Source: an optimization exercise on an open RTL-to-GDS flow (aim: small area, a short achievable clock period and few clock cycles). Production flows keep margins and buffers that such runs may drop.
The RTL was checked by simulation tests, not by an equivalence proof against the original design.
Power figures rest on the tool's default switching activity, not on a simulated workload.

==> design/flow/config.mk <==
export PLATFORM = sky130hd
export DESIGN_NAME = rv_pipeline
export DESIGN_NICKNAME = rv_pipeline
export VERILOG_FILES = /design/flow/design.v
export SDC_FILE = /design/flow/constraint.sdc
export NUM_CORES = 4
export LEC_CHECK = 0
export CAP_MARGIN = 20
export CORE_MARGIN = 2
export CORE_UTILIZATION = 40
export SLEW_MARGIN = 20
==> design/flow/constraint.sdc <==
create_clock -name core_clock -period 6.3 [get_ports {clk}]
set_input_delay 1.2600 -clock core_clock [delete_from_list [all_inputs] [get_ports {clk}]]
set_output_delay 1.2600 -clock core_clock [all_outputs]
set_load 0.01 [all_outputs]
==> design/flow/design.v <==
`default_nettype none
package rv_isa_pkg;
    localparam logic [6:0] opcode_op     = 7'b0110011;
    localparam logic [6:0] opcode_op_imm = 7'b0010011;
    localparam logic [6:0] opcode_load   = 7'b0000011;
    localparam logic [6:0] opcode_store  = 7'b0100011;
    localparam logic [2:0] f3_add  = 3'b000;   
    localparam logic [2:0] f3_sll  = 3'b001;
    localparam logic [2:0] f3_slt  = 3'b010;
    localparam logic [2:0] f3_xor  = 3'b100;
    localparam logic [2:0] f3_sr   = 3'b101;   
    localparam logic [2:0] f3_or   = 3'b110;
    localparam logic [2:0] f3_and  = 3'b111;
    localparam logic [2:0] f3_word = 3'b010;   
    typedef enum logic [3:0] {
        alu_none = 4'd0,
        alu_sub  = 4'd1,
        alu_and  = 4'd2,
        alu_or   = 4'd3,
        alu_xor  = 4'd4,
        alu_sll  = 4'd5,
        alu_sra  = 4'd6,
        alu_srl  = 4'd7,
        alu_slt  = 4'd8,
        alu_add  = 4'd9
    } alu_op_t;
    localparam logic [31:0] nop_instr = 32'h0000_0013;   
endpackage
`default_nettype wire
`default_nettype none
package pipe_pkg;
    localparam int xlen = 32;
    typedef logic [xlen-1:0] word_t;
    typedef logic [4:0]      reg_addr_t;
    typedef logic [xlen-3:0] mem_addr_t;
    typedef enum logic [1:0] {
        fwd_reg = 2'b00,   
        fwd_mem = 2'b01,   
        fwd_wb  = 2'b10    
    } fwd_sel_t;
endpackage
`default_nettype wire
`timescale 1ns/1ps
`default_nettype none
module pipe_control (
    input  logic                clk,
    input  logic                rst_n,
    input  pipe_pkg::word_t     instr,
    output logic                hold,
    output pipe_pkg::reg_addr_t rs1,
    output pipe_pkg::reg_addr_t rs2,
    output rv_isa_pkg::alu_op_t alu_op,
    output logic                alu_src,
    output pipe_pkg::word_t     imm,
    output pipe_pkg::fwd_sel_t  fwd_a,
    output pipe_pkg::fwd_sel_t  fwd_b,
    output logic                mem_read,
    output logic                mem_write,
    output logic                wb_from_mem,
    output logic                wb_we,
    output pipe_pkg::reg_addr_t wb_rd
);
    logic [6:0] opcode;
    logic [2:0] funct3;
    pipe_pkg::reg_addr_t  rd;
    logic       is_op, is_op_imm, is_load, is_store;
    logic       reg_we, uses_rs2;
    logic       ex_we, ex_load, ex_store;
    pipe_pkg::reg_addr_t  ex_rd, ex_rs1, ex_rs2;
    logic       mem_we;
    pipe_pkg::reg_addr_t  mem_rd;
    function automatic logic [1:0] pick_src(input pipe_pkg::reg_addr_t src,
                                            input logic m_we, input pipe_pkg::reg_addr_t m_rd,
                                            input logic w_we, input pipe_pkg::reg_addr_t w_rd);
        if (m_we && m_rd != '0 && m_rd == src)
            pick_src = pipe_pkg::fwd_mem;
        else if (w_we && w_rd != '0 && w_rd == src)
            pick_src = pipe_pkg::fwd_wb;
        else
            pick_src = pipe_pkg::fwd_reg;
    endfunction
    assign opcode    = instr[6:0];
    assign funct3    = instr[14:12];
    assign rd        = instr[11:7];
    assign rs1       = instr[19:15];
    assign rs2       = instr[24:20];
    assign is_op     = (opcode == rv_isa_pkg::opcode_op);
    assign is_op_imm = (opcode == rv_isa_pkg::opcode_op_imm);
    assign is_load   = (opcode == rv_isa_pkg::opcode_load);
    assign is_store  = (opcode == rv_isa_pkg::opcode_store);
    assign reg_we    = is_op | is_op_imm | is_load;
    assign uses_rs2  = is_op | is_store;
    assign alu_src   = is_op_imm | is_load | is_store;
    always_comb begin
        alu_op = rv_isa_pkg::alu_none;
        if (is_op || is_op_imm) begin
            case (funct3)
                rv_isa_pkg::f3_add:  alu_op = (is_op && instr[30]) ? rv_isa_pkg::alu_sub : rv_isa_pkg::alu_add;
                rv_isa_pkg::f3_sll:  alu_op = rv_isa_pkg::alu_sll;
                rv_isa_pkg::f3_slt:  alu_op = rv_isa_pkg::alu_slt;
                rv_isa_pkg::f3_xor:  alu_op = rv_isa_pkg::alu_xor;
                rv_isa_pkg::f3_sr:   alu_op = instr[30] ? rv_isa_pkg::alu_sra : rv_isa_pkg::alu_srl;
                rv_isa_pkg::f3_or:   alu_op = rv_isa_pkg::alu_or;
                rv_isa_pkg::f3_and:  alu_op = rv_isa_pkg::alu_and;
                default: alu_op = rv_isa_pkg::alu_none;
            endcase
        end else if ((is_load || is_store) && funct3 == rv_isa_pkg::f3_word) begin
            alu_op = rv_isa_pkg::alu_add;   
        end
    end
    always_comb begin
        if (is_store)
            imm = {{20{instr[31]}}, instr[31:25], instr[11:7]};
        else if (is_op_imm && (funct3 == rv_isa_pkg::f3_sll || funct3 == rv_isa_pkg::f3_sr))
            imm = {27'b0, instr[24:20]};   
        else
            imm = {{20{instr[31]}}, instr[31:20]};
    end
    assign hold = ex_load && ex_rd != '0 &&
                  (ex_rd == rs1 || (uses_rs2 && ex_rd == rs2));
    assign fwd_a = pipe_pkg::fwd_sel_t'(pick_src(ex_rs1, mem_we, mem_rd, wb_we, wb_rd));
    assign fwd_b = pipe_pkg::fwd_sel_t'(pick_src(ex_rs2, mem_we, mem_rd, wb_we, wb_rd));
    always_ff @(posedge clk) begin
        if (!rst_n) begin
            ex_we       <= 1'b0;
            ex_load     <= 1'b0;
            ex_store    <= 1'b0;
            ex_rd       <= '0;
            ex_rs1      <= '0;
            ex_rs2      <= '0;
            mem_we      <= 1'b0;
            mem_read    <= 1'b0;
            mem_write   <= 1'b0;
            mem_rd      <= '0;
            wb_we       <= 1'b0;
            wb_from_mem <= 1'b0;
            wb_rd       <= '0;
        end else begin
            ex_we       <= reg_we & ~hold;    
            ex_load     <= is_load & ~hold;
            ex_store    <= is_store & ~hold;
            ex_rd       <= rd;
            ex_rs1      <= rs1;
            ex_rs2      <= rs2;
            mem_we      <= ex_we;
            mem_read    <= ex_load;
            mem_write   <= ex_store;
            mem_rd      <= ex_rd;
            wb_we       <= mem_we;
            wb_from_mem <= mem_read;
            wb_rd       <= mem_rd;
        end
    end
endmodule
`default_nettype wire
`timescale 1ns/1ps
`default_nettype none
module fetch_stage (
    input  logic                clk,
    input  logic                rst_n,
    input  logic                hold,
    input  pipe_pkg::word_t     imem_rdata,
    output pipe_pkg::mem_addr_t imem_addr,
    output pipe_pkg::word_t     instr
);
    pipe_pkg::word_t pc;
    assign imem_addr = pc[pipe_pkg::xlen-1:2];   
    always_ff @(posedge clk) begin
        if (!rst_n) begin
            pc    <= '0;
            instr <= rv_isa_pkg::nop_instr;
        end else if (!hold) begin
            pc    <= pc + 32'd4;
            instr <= imem_rdata;
        end
    end
endmodule
`default_nettype wire
`timescale 1ns/1ps
`default_nettype none
module reg_file (
    input  logic                clk,
    input  logic                rst_n,
    input  pipe_pkg::reg_addr_t rs1,
    input  pipe_pkg::reg_addr_t rs2,
    output pipe_pkg::word_t     rs1_data,
    output pipe_pkg::word_t     rs2_data,
    input  logic                wb_we,
    input  pipe_pkg::reg_addr_t wb_rd,
    input  pipe_pkg::word_t     wb_data
);
    pipe_pkg::word_t regs [32];
    logic  wr_en;
    assign wr_en = wb_we && wb_rd != '0;   
    assign rs1_data = (wr_en && wb_rd == rs1) ? wb_data : regs[rs1];
    assign rs2_data = (wr_en && wb_rd == rs2) ? wb_data : regs[rs2];
    always_ff @(posedge clk) begin
        if (!rst_n) begin
            for (int i = 0; i < 32; i++)
                regs[i] <= '0;
        end else if (wr_en) begin
            regs[wb_rd] <= wb_data;
        end
    end
endmodule
`default_nettype wire
`timescale 1ns/1ps
`default_nettype none
module execute_stage (
    input  logic                clk,
    input  logic                rst_n,
    input  pipe_pkg::word_t     rs1_data,
    input  pipe_pkg::word_t     rs2_data,
    input  pipe_pkg::word_t     imm,
    input  pipe_pkg::word_t     wb_data,
    input  rv_isa_pkg::alu_op_t alu_op,
    input  logic                alu_src,
    input  logic                hold,
    input  pipe_pkg::fwd_sel_t  fwd_a,
    input  pipe_pkg::fwd_sel_t  fwd_b,
    output pipe_pkg::word_t     mem_result,
    output pipe_pkg::word_t     mem_store_data
);
    pipe_pkg::word_t   ex_rs1_data, ex_rs2_data, ex_imm;
    rv_isa_pkg::alu_op_t ex_op;
    logic    ex_src;
    pipe_pkg::word_t   opnd_a, fwd_b_val, opnd_b;
    pipe_pkg::word_t   alu_out;
    function automatic logic [31:0] fwd_mux(input logic [1:0] sel, input pipe_pkg::word_t reg_val,
                                            input pipe_pkg::word_t mem_val, input pipe_pkg::word_t wb_val);
        case (sel)
            pipe_pkg::fwd_mem: fwd_mux = mem_val;
            pipe_pkg::fwd_wb:  fwd_mux = wb_val;
            default: fwd_mux = reg_val;
        endcase
    endfunction
    always_ff @(posedge clk) begin
        if (!rst_n) begin
            ex_op  <= rv_isa_pkg::alu_none;
            ex_src <= 1'b0;
        end else begin
            ex_op  <= hold ? rv_isa_pkg::alu_none : alu_op;   
            ex_src <= hold ? 1'b0 : alu_src;
        end
    end
    always_ff @(posedge clk) begin
        ex_rs1_data <= rs1_data;
        ex_rs2_data <= rs2_data;
        ex_imm      <= imm;
    end
    assign opnd_a    = fwd_mux(fwd_a, ex_rs1_data, mem_result, wb_data);
    assign fwd_b_val = fwd_mux(fwd_b, ex_rs2_data, mem_result, wb_data);
    assign opnd_b    = ex_src ? ex_imm : fwd_b_val;   
    always_comb begin
        case (ex_op)
            rv_isa_pkg::alu_add: alu_out = opnd_a + opnd_b;
            rv_isa_pkg::alu_sub: alu_out = opnd_a - opnd_b;
            rv_isa_pkg::alu_and: alu_out = opnd_a & opnd_b;
            rv_isa_pkg::alu_or:  alu_out = opnd_a | opnd_b;
            rv_isa_pkg::alu_xor: alu_out = opnd_a ^ opnd_b;
            rv_isa_pkg::alu_sll: alu_out = opnd_a << opnd_b[4:0];
            rv_isa_pkg::alu_srl: alu_out = opnd_a >> opnd_b[4:0];
            rv_isa_pkg::alu_sra: alu_out = pipe_pkg::word_t'($signed(opnd_a) >>> opnd_b[4:0]);
            rv_isa_pkg::alu_slt: alu_out = {31'b0, $signed(opnd_a) < $signed(opnd_b)};
            default: alu_out = '0;
        endcase
    end
    always_ff @(posedge clk) begin
        mem_result     <= alu_out;
        mem_store_data <= fwd_b_val;
    end
endmodule
`default_nettype wire
`timescale 1ns/1ps
`default_nettype none
module mem_wb_stage (
    input  logic                clk,
    input  logic                rst_n,
    input  pipe_pkg::word_t     mem_result,
    input  pipe_pkg::word_t     mem_store_data,
    input  logic                mem_read,
    input  logic                mem_write,
    input  logic                wb_from_mem,
    input  pipe_pkg::word_t     dmem_rdata,
    output logic                dmem_ren,
    output logic                dmem_wen,
    output pipe_pkg::mem_addr_t dmem_addr,
    output pipe_pkg::word_t     dmem_wdata,
    output pipe_pkg::word_t     wb_data
);
    pipe_pkg::word_t wb_result, wb_load;
    assign dmem_ren   = mem_read;
    assign dmem_wen   = mem_write;
    assign dmem_addr  = mem_result[pipe_pkg::xlen-1:2];   
    assign dmem_wdata = mem_store_data;
    always_ff @(posedge clk) begin
        if (!rst_n) begin
            wb_result <= '0;
            wb_load   <= '0;
        end else begin
            wb_result <= mem_result;
            if (mem_read)
                wb_load <= dmem_rdata;   
        end
    end
    assign wb_data = wb_from_mem ? wb_load : wb_result;
endmodule
`default_nettype wire
`timescale 1ns/1ps
`default_nettype none
module rv_pipeline (
    input  logic               clk,
    input  logic               rst_n,
    output pipe_pkg::mem_addr_t imem_addr,
    input  pipe_pkg::word_t     imem_rdata,
    output logic               dmem_ren,
    output logic               dmem_wen,
    output pipe_pkg::mem_addr_t dmem_addr,
    output pipe_pkg::word_t     dmem_wdata,
    input  pipe_pkg::word_t     dmem_rdata
);
    pipe_pkg::word_t     instr;
    logic      hold;
    pipe_pkg::reg_addr_t rs1, rs2;
    pipe_pkg::word_t     rs1_data, rs2_data;
    rv_isa_pkg::alu_op_t   alu_op;
    logic      alu_src;
    pipe_pkg::word_t     imm;
    pipe_pkg::fwd_sel_t  fwd_a, fwd_b;
    pipe_pkg::word_t     mem_result, mem_store_data;
    logic      mem_read, mem_write, wb_from_mem;
    logic      wb_we;
    pipe_pkg::reg_addr_t wb_rd;
    pipe_pkg::word_t     wb_data;
    pipe_control i_pipe_control (
        .clk, .rst_n, .instr, .hold, .rs1, .rs2,
        .alu_op, .alu_src, .imm, .fwd_a, .fwd_b,
        .mem_read, .mem_write, .wb_from_mem, .wb_we, .wb_rd
    );
    fetch_stage i_fetch_stage (
        .clk, .rst_n, .hold, .imem_rdata, .imem_addr, .instr
    );
    reg_file i_reg_file (
        .clk, .rst_n, .rs1, .rs2, .rs1_data, .rs2_data, .wb_we, .wb_rd, .wb_data
    );
    execute_stage i_execute_stage (
        .clk, .rst_n, .rs1_data, .rs2_data, .imm, .wb_data, .alu_op, .alu_src,
        .hold, .fwd_a, .fwd_b, .mem_result, .mem_store_data
    );
    mem_wb_stage i_mem_wb_stage (
        .clk, .rst_n, .mem_result, .mem_store_data, .mem_read, .mem_write,
        .wb_from_mem, .dmem_rdata, .dmem_ren, .dmem_wen, .dmem_addr, .dmem_wdata,
        .wb_data
    );
endmodule
`default_nettype wire
==> design/flow/run.sh <==
#!/bin/bash
# synth_recipe.tcl (not shown) runs the flow's synth.tcl, then flattens the netlist and writes it again
# the make line also repeats each setting of config.mk as NAME=value (left out here)
make -C /OpenROAD-flow-scripts/flow DESIGN_CONFIG=/design/flow/config.mk WORK_HOME=/design/flow/orfs CLKGATE_MAP_FILE= SYNTH_SCRIPT=/design/flow/synth_recipe.tcl finish
==> run notes <==
status no timing/DRC/antenna violations; sequential-to-total area share from yosys stat 51.8%; total CTS buffers 148; nets@finish 5799; ys flop type edfxtp_1; Root Driver clkbuf_16; Warnings, synthesis 5; Peak Freq 0.169 GHz; worst setup margin 0.371 ns; met1 Use GR 38.4%; CP cell instances or3_1 > o21ai_2 > nor4_4 > o21bai_2 > buf_4 > o221ai_1 > inv_1 > ha_1 > a21o_1 > a21o_1 > a2111oi_0 > o211ai_1 > nand2_1 > o21ai_0 > and4_1 > or4_1 > o211ai_1 > xnor2_1 > a211o_1; DRT iter0 DRCs 7484; CTS tree yes; filler cell count 15897; EDFF count, synth 1024; non-filler instance count after layout 8113; Mapped Area 71500 um2; Vias/cell 6.32; Worst slew margin 15.9%; RSZ-0062 raised after global routing false; CP Launch Type register; GR Util met3 6.41%; total track usage 29.2%; worst stage delay on the critical path 0.64 ns; peak supply drop 0.000315 V; Die ar. 182000 um2; Slew @ Worst Pin 1.26 ns; Vias 51292; Crit Path Max Fanout 30; routed len/inst 32.9 um; post-cts resize count 0; Leak 0.0274 uW; Port Buffer Count 159; first-pass GRT wire length 378000 um; GRT met2 Usage 45.2%; initial antenna violation count 7; Die Ht 427 um; Hold Vio Cnt, Final 0; crit path DAT 6.64 ns; ys async rst share 0%; Setup Skew 0.0267 ns; synthesized area per cell 12.7 um2; grt peak-use layer met2; Placement Setup Slack 0.614 ns; multi-input combinational cell area 32400 um2; # Post-CTS Setup Buffers 0; dpl hpwl 172000 um; Pwr per Cell Area 298 nW/um2; cell count after synthesis 5631; worst path required time 7.01 ns; max-slew violation count 0; Seq. cell area 37100 um2; Sink Count 1338; Critical-path top delay cell dfxtp_1; IO Count 160; maxcap violations 0; RD Place Congestion 0.971; period utilisation layout 94.1%; number of global-route vias before repair 50857; Post-route DRC 0; P&R area growth vs syn 14.0%; total global routing overflow 0; DR pass1 iterations 6; Synth cell types 94; htree depth 4; Cells after DPL 7838; Worst-Skew Late Latency 0.82 ns; Final TNS setup 0 ns; Final Critical Period 5.93 ns; ratio of cells with drive above 1 in the final layout 22.4%; Post-CTS Hold Fix Bufs 0; drt total wl 267000 um; Setup CP Type register to register; Antenna Nets Post-Route 0; width of the chip 427 um; element type at the critical path end register; final setup fails 0; largest net degree at the start of global routing 138; starting density of the core 40.1%; row count 155; clock transition at the registers of the reported paths 0.06 ns; Worst Hold Class register to register; core area 178000 um2; register bit count reported by yosys 1338; Max Buffers Root-to-Sink 3
[cells by family (layout without fill, tap and decap cells)]
kind of cell               count (synthesis)  in the layout  share of synthesized area [%]
DFF                                     1338           1338                           51.8
buffers and inverters                    663            758                           3.81
other                                      1             33                        0.00525
adders and majority gates                100            100                           1.77
and+or+nand+nor                         1806           1806                           10.6
muxes                                    921            921                           24.2
xor gates and xnor gates                  88             88                           1.08
AOI/OAI and AO/OA                        714            714                           6.65
[placed cells by master, fill, tap and decap left out, drive strengths merged, types with 23 or more instances in the layout]
cell type | synthesis | routed
mux2 | 50 | 50
inv | 113 | 120
edfxtp | 1024 | 1024
clkbuf | 409 | 198
o21a | 34 | 34
o21ai | 137 | 137
conb | 1 | 32
xnor2 | 50 | 50
clkdlybuf4s50 | 0 | 158
nor2 | 1218 | 1218
ha | 98 | 98
o22ai | 23 | 23
a211oi | 88 | 88
nand2 | 241 | 241
xor2 | 38 | 38
nor3 | 31 | 31
nor2b | 83 | 83
and2 | 62 | 62
clkinv | 5 | 60
a21oi | 195 | 195
o221ai | 30 | 30
mux2i | 230 | 230
dfxtp | 314 | 314
buf | 136 | 208
mux4 | 641 | 641
nand3 | 72 | 72
[per-stage QoR]
step | total power [uW] | hold WS, ns | instance area, um2 | util [%]
floorplan | 13500 | 0.412 | 71600 | -
global placement | 15400 | 0.424 | 76400 | 42.9
detailed placement | 15400 | 0.420 | 76400 | 42.9
CTS | 24300 | 0.435 | 81400 | 45.7
global route | 25000 | 0.471 | 81400 | 45.7
finish | 24300 | 0.435 | 81400 | 45.7
[flip-flops by register name, summed over array words and instances, names as in the netlist, 12 cells and up, named ones only]
signal and flops:
i_execute_stage.ex_imm 12, i_execute_stage.ex_rs1_data 32, i_execute_stage.ex_rs2_data 32, i_execute_stage.mem_result 32
i_execute_stage.mem_store_data 32, i_fetch_stage.instr 32, i_fetch_stage.pc 30, i_mem_wb_stage.wb_load 32
i_mem_wb_stage.wb_result 32, i_reg_file.regs 1024
[final timing paths]
| check | from | to | slack, ns | depth (start not counted) |
|---|---|---|---|---|
| min | i_pipe_control.ex_store$_SDFF_PN0_ | i_pipe_control.mem_write$_SDFF_PN0_ | 0.43 | 1 |
| max | i_pipe_control.wb_rd[4]$_SDFF_PN0_ | i_execute_stage.mem_result[30]$_DFF_P_ | 0.37 | 19 |
| min reg2reg | i_pipe_control.ex_store$_SDFF_PN0_ | i_pipe_control.mem_write$_SDFF_PN0_ | 0.43 | 1 |
| max reg2reg | i_pipe_control.wb_rd[4]$_SDFF_PN0_ | i_execute_stage.mem_result[30]$_DFF_P_ | 0.37 | 19 |
[synth_stat cells, drive strengths merged (50+ instances only)]
master | count | area share (%)
dfxtp | 314 | 8.8
mux4 | 641 | 20
mux2 | 50 | 0.79
o21ai | 137 | 0.96
a211oi | 88 | 0.93
mux2i | 230 | 3.2
xnor2 | 50 | 0.61
nand2 | 241 | 1.3
ha | 98 | 1.7
nor2 | 1218 | 6.4
buf | 136 | 1.0
clkbuf | 409 | 2.1
nor2b | 83 | 0.73
inv | 113 | 0.59
and2 | 62 | 0.54
nand3 | 72 | 0.50
edfxtp | 1024 | 43
a21oi | 195 | 1.4
[metal layers]
metal / vias to the layer above / share of wire, % / wire [um]
met3: 636 / 11 / 29400
met1: 26169 / 37 / 98900
li1: 21083 / - / -
met5: - / 0.011 / 29
met2: 3400 / 46 / 122000
met4: 4 / 6.2 / 16400
[layout make-up]
type / instances / area share, %
inverters: 118 / 0.564
well taps: 2355 / 3.62
clock inverters: 76 / 1.05
clock buffers: 198 / 5.09
repair buffers: 366 / 4.31
multi-input cells: 3661 / 39.8
diodes: 1 / 0.00307
flip-flops and latches: 1338 / 45.5
[critical path, delay by kind of cell, from the launching register on]
kind | cells | cell delay, ns
simple gates | 5 | 1.59
xor+xnor | 1 | 0.10
fa+ha+maj | 1 | 0.36
compound gates | 10 | 2.57
flops | 1 | 0.64
buf+inv | 2 | 0.51
[power breakdown]
group / total, uW / leakage, uW / switching, uW / internal [uW]
sequential: 10300 / 0.0131 / 419 / 9890
combinational: 5060 / 0.0119 / 3090 / 1970
clock: 8930 / 0.00245 / 3770 / 5160
total: 24300 / 0.0274 / 7280 / 17000
Testbench counts, summed over its fixed seeds: cycles 10,988.

-- static timing again, ports no longer ideal --
The flow's constraints put no driver on any port. The routed layout listed below was extracted and timed again, unchanged, in two steps. Step 1: set_driving_cell puts a clkbuf_16 on clk and a buf_2 on each other input, an assumption about the parent block. Step 2 moves the port delays by t, midway between the first and last clock arrival at a register: inputs arrive t later, outputs are due t later. That takes back most of the time a late clock gives input paths. Three values: ideal ports, drivers, drivers and shift; two values: the first two.
t, ns: 0.887
slack for setup (ns): 0.371 / 0.371 / 0.371
worst setup path at the end: register to register
After both steps this run still meets setup and hold. For this run, drivers alone change the setup slack by 0.000 ns; drivers and shift together by 0.000 ns.
